This design comes from an exercise in tuning for a short achievable clock period and few clock cycles on the open sky130 flow, not from production work. Only simulation tests tie the RTL to the original design; equivalence was not proved. No activity file was given, so power comes from the tool's default toggle rates.

==> inputs of try-yarrow <==
// lsu_top
module lsu_top (
    input  logic                          clk,
    input  logic                          rstn,
    input  logic [lsu_pkg::PC_LEN-1:0]    pc_i,
    input  logic                          req_i,
    input  logic                          wr_i,
    input  logic                          sign_ext_i,
    input  lsu_pkg::strb_t                byte_i,
    input  lsu_pkg::addr_t                addr_i,
    input  lsu_pkg::word_t                wdata_i,
    output lsu_pkg::word_t                rdata_o,
    output logic                          hazard_o,
    output logic                          fault_o,
    output logic                          load_misaligned_o,
    output logic                          store_misaligned_o,
    output logic                          load_access_fault_o,
    output logic                          store_access_fault_o,
    output lsu_pkg::addr_t                bad_addr_o,
    output logic [lsu_pkg::PC_LEN-1:0]    fault_pc_o
);
==> flow/config.mk <==
export PLATFORM = sky130hd
export DESIGN_NAME = lsu_top
export DESIGN_NICKNAME = lsu_top
export VERILOG_FILES = /design/flow/design.v
export SDC_FILE = /design/flow/constraint.sdc
export NUM_CORES = 4
export LEC_CHECK = 0
export CAP_MARGIN = 40
export CORE_MARGIN = 2
export CORE_UTILIZATION = 50
export CTS_CLUSTER_DIAMETER = 60
export CTS_CLUSTER_SIZE = 40
export PLACE_DENSITY = 0.65
export SETUP_SLACK_MARGIN = 2.4
export SLEW_MARGIN = 70
==> flow/constraint.sdc <==
create_clock -name core_clock -period 5.0 [get_ports {clk}]
set_input_delay 1.0000 -clock core_clock [delete_from_list [all_inputs] [get_ports {clk}]]
set_output_delay 1.0000 -clock core_clock [all_outputs]
set_load 0.01 [all_outputs]
standard.sh (not shown) runs the stock make flow with config.mk's settings and CLKGATE_MAP_FILE= SYNTH_SCRIPT=/design/flow/synth_recipe.tcl, a recipe that flattens the netlist after the stock synthesis.
==> flow/flow/run.sh <==
#!/bin/bash
# The standard layout (standard.sh) with a few slow combinational cells added
# to the platform's don't-use list (flow/extra.mk). Everything else, including
# the synthesis script, is the standard flow's.
set -euo pipefail
HERE=$(pwd)
cat config.mk flow/extra.mk > own_config.mk
sed "s#DESIGN_CONFIG=[^ ]*#DESIGN_CONFIG=$HERE/own_config.mk#" standard.sh > own_standard.sh
grep -q "DESIGN_CONFIG=$HERE/own_config.mk" own_standard.sh
bash own_standard.sh > own_flow.log 2>&1 || { tail -n 50 own_flow.log; exit 1; }
tail -n 20 own_flow.log
test -f out/final.def
==> flow/flow/extra.mk <==
# Slow wide gates (three- and four-high transistor stacks) kept out of
# synthesis and repair, so the load path maps to faster cells.
export DONT_USE_CELLS = sky130_fd_sc_hd__a2111o_1 sky130_fd_sc_hd__a2111o_2 sky130_fd_sc_hd__a2111o_4 sky130_fd_sc_hd__a2111oi_0 sky130_fd_sc_hd__a2111oi_1 sky130_fd_sc_hd__a2111oi_2 sky130_fd_sc_hd__a2111oi_4 sky130_fd_sc_hd__mux4_1 sky130_fd_sc_hd__mux4_2 sky130_fd_sc_hd__mux4_4 sky130_fd_sc_hd__nor4_1 sky130_fd_sc_hd__nor4_2 sky130_fd_sc_hd__nor4_4 sky130_fd_sc_hd__nor4b_1 sky130_fd_sc_hd__nor4b_2 sky130_fd_sc_hd__nor4b_4 sky130_fd_sc_hd__nor4bb_1 sky130_fd_sc_hd__nor4bb_2 sky130_fd_sc_hd__nor4bb_4 sky130_fd_sc_hd__o2111a_1 sky130_fd_sc_hd__o2111a_2 sky130_fd_sc_hd__o2111a_4 sky130_fd_sc_hd__o2111ai_1 sky130_fd_sc_hd__o2111ai_2 sky130_fd_sc_hd__o2111ai_4 sky130_fd_sc_hd__o311a_1 sky130_fd_sc_hd__o311a_2 sky130_fd_sc_hd__o311a_4 sky130_fd_sc_hd__o311ai_0 sky130_fd_sc_hd__o311ai_1 sky130_fd_sc_hd__o311ai_2 sky130_fd_sc_hd__o311ai_4 sky130_fd_sc_hd__o41a_1 sky130_fd_sc_hd__o41a_2 sky130_fd_sc_hd__o41a_4 sky130_fd_sc_hd__o41ai_1 sky130_fd_sc_hd__o41ai_2 sky130_fd_sc_hd__o41ai_4 sky130_fd_sc_hd__or3_1 sky130_fd_sc_hd__or3_2 sky130_fd_sc_hd__or3_4 sky130_fd_sc_hd__or3b_1 sky130_fd_sc_hd__or3b_2 sky130_fd_sc_hd__or3b_4 sky130_fd_sc_hd__or4_1 sky130_fd_sc_hd__or4_2 sky130_fd_sc_hd__or4_4 sky130_fd_sc_hd__or4b_1 sky130_fd_sc_hd__or4b_2 sky130_fd_sc_hd__or4b_4 sky130_fd_sc_hd__or4bb_1 sky130_fd_sc_hd__or4bb_2 sky130_fd_sc_hd__or4bb_4 
==> try-sierra (differences from try-yarrow) <==
Settings changed: CAP_MARGIN 40 to 20, CORE_UTILIZATION 50 to 62, PLACE_DENSITY 0.65 to 0.72, SETUP_SLACK_MARGIN 2.4 to 2.5, SLEW_MARGIN 70 to 20.
==> try-amber (differences from try-yarrow) <==
--- a/flow/design.v
+++ b/flow/design.v
@@ -401,92 +401,102 @@
             if (st_strb[b]) begin
                 mem[addr_i[7:2]][8*b +: 8] <= st_wdata[8*b +: 8];
             end
         end
     end
 end
-logic [3:0]     d0;          
-logic [3:0]     d1;          
-logic [3:0]     d2;          
-logic [3:0]     d3;          
+logic [3:0]     d0;      
+logic [3:0]     d1;      
+logic [3:0]     d2;      
+logic [3:0]     d3;      
 logic           sz_b;
 logic           sz_h;
 logic           sz_w;
+logic [3:0]     t_any;   
+logic [3:0]     t_hw;    
+logic [3:0]     t_w;     
+logic [3:0]     t_sb;    
+logic [3:0]     t_sh;    
 logic           hold;
-logic [3:0]     t_b0 [4];    
-logic [3:0]     t_b1 [2];    
-logic [3:0]     t_w;         
-logic [3:0]     t_sb [4];    
-logic [3:0]     t_sh [2];    
-logic [3:0]     cand [32];   
-logic           ext_b;
-logic           ext_h;
+logic [3:0]     x3 [8];      
+logic [3:0]     y3 [8];      
+logic [3:0]     z3 [16];     
+logic           ext_b;       
+logic           ext_h;       
 lsu_pkg::word_t ld_d;
 assign sz_b = (byte_i == lsu_pkg::MASK_BYTE);
 assign sz_h = (byte_i == lsu_pkg::MASK_HALF);
 assign sz_w = (byte_i == lsu_pkg::MASK_WORD);
 assign hold = ~ld_ok;
 always_comb begin
     for (int i = 0; i < 4; i++) begin
-        d0[i] = (addr_i[1:0] == i[1:0]);
-        d1[i] = (addr_i[3:2] == i[1:0]);
-        d2[i] = (addr_i[5:4] == i[1:0]);
-        d3[i] = (addr_i[7:6] == i[1:0]);
-    end
-    for (int h = 0; h < 4; h++) begin
-        for (int l = 0; l < 4; l++) begin
-            t_b0[l][h] = d3[h] & d0[l] & ld_ok & (sz_b | sz_h | sz_w);
-            t_sb[l][h] = d3[h] & d0[l] & ld_ok & sz_b & sign_ext_i;
-        end
-        for (int m = 0; m < 2; m++) begin
-            t_b1[m][h] = d3[h] & (addr_i[1] == m[0]) & ld_ok & (sz_h | sz_w);
-            t_sh[m][h] = d3[h] & (addr_i[1] == m[0]) & ld_ok & sz_h & sign_ext_i;
-        end
-        t_w[h] = d3[h] & ld_ok & sz_w;
+        d0[i]    = (addr_i[1:0] == i[1:0]);
+        d1[i]    = (addr_i[3:2] == i[1:0]);
+        d2[i]    = (addr_i[5:4] == i[1:0]);
+        d3[i]    = (addr_i[7:6] == i[1:0]);
+        t_any[i] = d3[i] & ld_ok & (sz_b | sz_h | sz_w);
+        t_hw[i]  = d3[i] & ld_ok & (sz_h | sz_w);
+        t_w[i]   = d3[i] & ld_ok & sz_w;
+        t_sb[i]  = d3[i] & ld_ok & sz_b & sign_ext_i;
+        t_sh[i]  = d3[i] & ld_ok & sz_h & sign_ext_i;
     end
 end
 function automatic logic sel4(input logic [3:0] s, input logic [3:0] v);
     sel4 = |(s & v);
 endfunction
 always_comb begin
-    logic [3:0] v;
-    logic [3:0] l1 [4];
-    for (int j = 0; j < 32; j++) begin
+    logic [3:0] v1;
+    logic [3:0] v2;
+    logic [3:0] l1 [64];
+    logic [3:0] l2 [16];
+    for (int b = 0; b < 8; b++) begin
+        for (int w = 0; w < 64; w++) begin
+            for (int l = 0; l < 4; l++) begin
+                v1[l] = mem[w][8*l + b];
+            end
+            l1[w/4][w%4] = sel4(d0, v1);
+        end
+        for (int g = 0; g < 16; g++) begin
+            l2[g/4][g%4] = sel4(d1, l1[g]);
+        end
+        for (int h = 0; h < 4; h++) begin
+            x3[b][h] = sel4(d2, l2[h]);
+        end
+    end
+    for (int b = 0; b < 8; b++) begin
+        for (int w = 0; w < 64; w++) begin
+            l1[w/4][w%4] = addr_i[1] ? mem[w][24 + b] : mem[w][8 + b];
+        end
+        for (int g = 0; g < 16; g++) begin
+            l2[g/4][g%4] = sel4(d1, l1[g]);
+        end
         for (int h = 0; h < 4; h++) begin
-            for (int k = 0; k < 4; k++) begin
-                for (int i = 0; i < 4; i++) begin
-                    v[i] = mem[16*h + 4*k + i][j];
-                end
-                l1[h][k] = sel4(d1, v);
+            y3[b][h] = sel4(d2, l2[h]);
+        end
+    end
+    for (int b = 0; b < 16; b++) begin
+        for (int g = 0; g < 16; g++) begin
+            for (int i = 0; i < 4; i++) begin
+                v2[i] = mem[4*g + i][16 + b];
             end
-            cand[j][h] = sel4(d2, l1[h]);
+            l2[g/4][g%4] = sel4(d1, v2);
+        end
+        for (int h = 0; h < 4; h++) begin
+            z3[b][h] = sel4(d2, l2[h]);
         end
     end
 end
 always_comb begin
-    ext_b = 1'b0;
-    ext_h = 1'b0;
-    for (int l = 0; l < 4; l++) begin
-        ext_b = ext_b | sel4(t_sb[l], cand[8*l + 7]);
-    end
-    for (int m = 0; m < 2; m++) begin
-        ext_h = ext_h | sel4(t_sh[m], cand[16*m + 15]);
-    end
+    ext_b = sel4(t_sb, x3[7]);
+    ext_h = sel4(t_sh, y3[7]);
     for (int b = 0; b < 8; b++) begin
-        ld_d[b] = hold & rdata_o[b];
-        for (int l = 0; l < 4; l++) begin
-            ld_d[b] = ld_d[b] | sel4(t_b0[l], cand[8*l + b]);
-        end
-        ld_d[8 + b] = hold & rdata_o[8 + b];
-        for (int m = 0; m < 2; m++) begin
-            ld_d[8 + b] = ld_d[8 + b] | sel4(t_b1[m], cand[16*m + 8 + b]);
-        end
-        ld_d[8 + b] = ld_d[8 + b] | ext_b;
+        ld_d[b]     = sel4(t_any, x3[b]) | (hold & rdata_o[b]);
+        ld_d[8 + b] = sel4(t_hw, y3[b]) | ext_b | (hold & rdata_o[8 + b]);
     end
-    for (int b = 16; b < 32; b++) begin
-        ld_d[b] = sel4(t_w, cand[b]) | ext_b | ext_h | (hold & rdata_o[b]);
+    for (int b = 0; b < 16; b++) begin
+        ld_d[16 + b] = sel4(t_w, z3[b]) | ext_b | ext_h | (hold & rdata_o[16 + b]);
     end
 end
 always_ff @(posedge clk or negedge rstn) begin
     if (~rstn) begin
         rdata_o <= '0;
     end else begin
Settings changed: CAP_MARGIN 40 to 20, CORE_UTILIZATION 50 to 45, PLACE_DENSITY 0.65 to 0.6, SETUP_SLACK_MARGIN 2.4 to 2.5, SLEW_MARGIN 70 to 20.
==> summary.txt <==
|  | try-amber | try-sierra | try-yarrow |
|---|---|---|---|
| Result of the run | no timing/DRC/antenna violations | no timing/DRC/antenna violations | no timing/DRC/antenna violations |
| Endpoint of the worst setup timing path | rdata_o[5] | rdata_o[20] | rdata_o[22] |
| Clk Latency, worst-skew pair | 0.89 ns | 0.84 ns | 0.84 ns |
| Drt first-iter violations | 13100 | 8114 | 6924 |
| Non-clock inverter count in the final layout | 9 | 3 | 3 |
| Pre-CTS setup slack | 0.264 ns | 0.176 ns | 0.612 ns |
| Fmax achieved | 332 MHz | 349 MHz | 333 MHz |
| Core Area | 0.237 mm² | 0.144 mm² | 0.178 mm² |
| Area post-placement | 0.116 mm² | 0.0970 mm² | 0.100 mm² |
| Topmost layer with routed signal wires | met5 | met5 | met4 |
| Internal Pwr Total | 0.0291 W | 0.0279 W | 0.0279 W |
| Final worst slack | 1.99 ns | 2.13 ns | 2.00 ns |
| Number of well taps | 3167 | 1903 | 2355 |
| Crit path DAT | 3.80 ns | 3.55 ns | 3.70 ns |
| Initial DRT Pass Iterations | 8 | 26 | 6 |
| Resized cells post-CTS | 917 | 1112 | 663 |
| Compound-Gate Fraction of Synth Area | 0.102 | 0.0589 | 0.0589 |
| Wire length the detailed router placed on met1 | 183 mm | 107 mm | 109 mm |
| # rows | 179 | 139 | 155 |
| Critical-path cell with the highest stage delay | sky130_fd_sc_hd__nand2_1 | sky130_fd_sc_hd__a311o_1 | sky130_fd_sc_hd__a211o_1 |
| Synthesized netlist cell count | 8305 | 5517 | 5517 |
| Worst slew pin tran | 1.04 ns | 0.939 ns | 0.561 ns |
| Fraction of area in registers | 0.497 | 0.582 | 0.576 |
| Design Power | 0.0409 W | 0.0370 W | 0.0371 W |
| Area Overhead vs Synth | 20.4% | 22.6% | 23.8% |
Testbench counts of try-yarrow, summed over its fixed seeds: cycles 4,808.
Testbench counts of try-sierra, summed over its fixed seeds: cycles 4,808.
Testbench counts of try-amber, summed over its fixed seeds: cycles 4,808.

separate check: timing with driven ports:
How much do the figures lean on ideal ports? The routed layouts below were timed once more, with nothing changed but the port constraints.
Step 1 sets driving cells, clkbuf_16 on the clock port and buf_2 on the other inputs (assumed; they add their load-dependent delay and slew).
Step 2 also shifts input and output timing later by t, the mid clock arrival at the registers, as if the neighbouring blocks saw the same clock.
Three values: ideal, step 1, step 2; two values: the first two.
run | t, ns | setup slack, ns | latest minus earliest clock arrival (ns)
try-yarrow | 0.909 | 2.000 / 1.831 / 0.923 | 0.055 / 0.055
try-sierra | 0.890 | 2.133 / 1.503 / 0.613 | 0.052 / 0.052
try-amber | 0.979 | 1.988 / 1.735 / 0.756 | 0.068 / 0.068
After both steps every run listed still meets setup and hold. The setup slack of try-sierra, which loses most, moves by -0.630 ns with the drivers and by -1.520 ns with both steps.
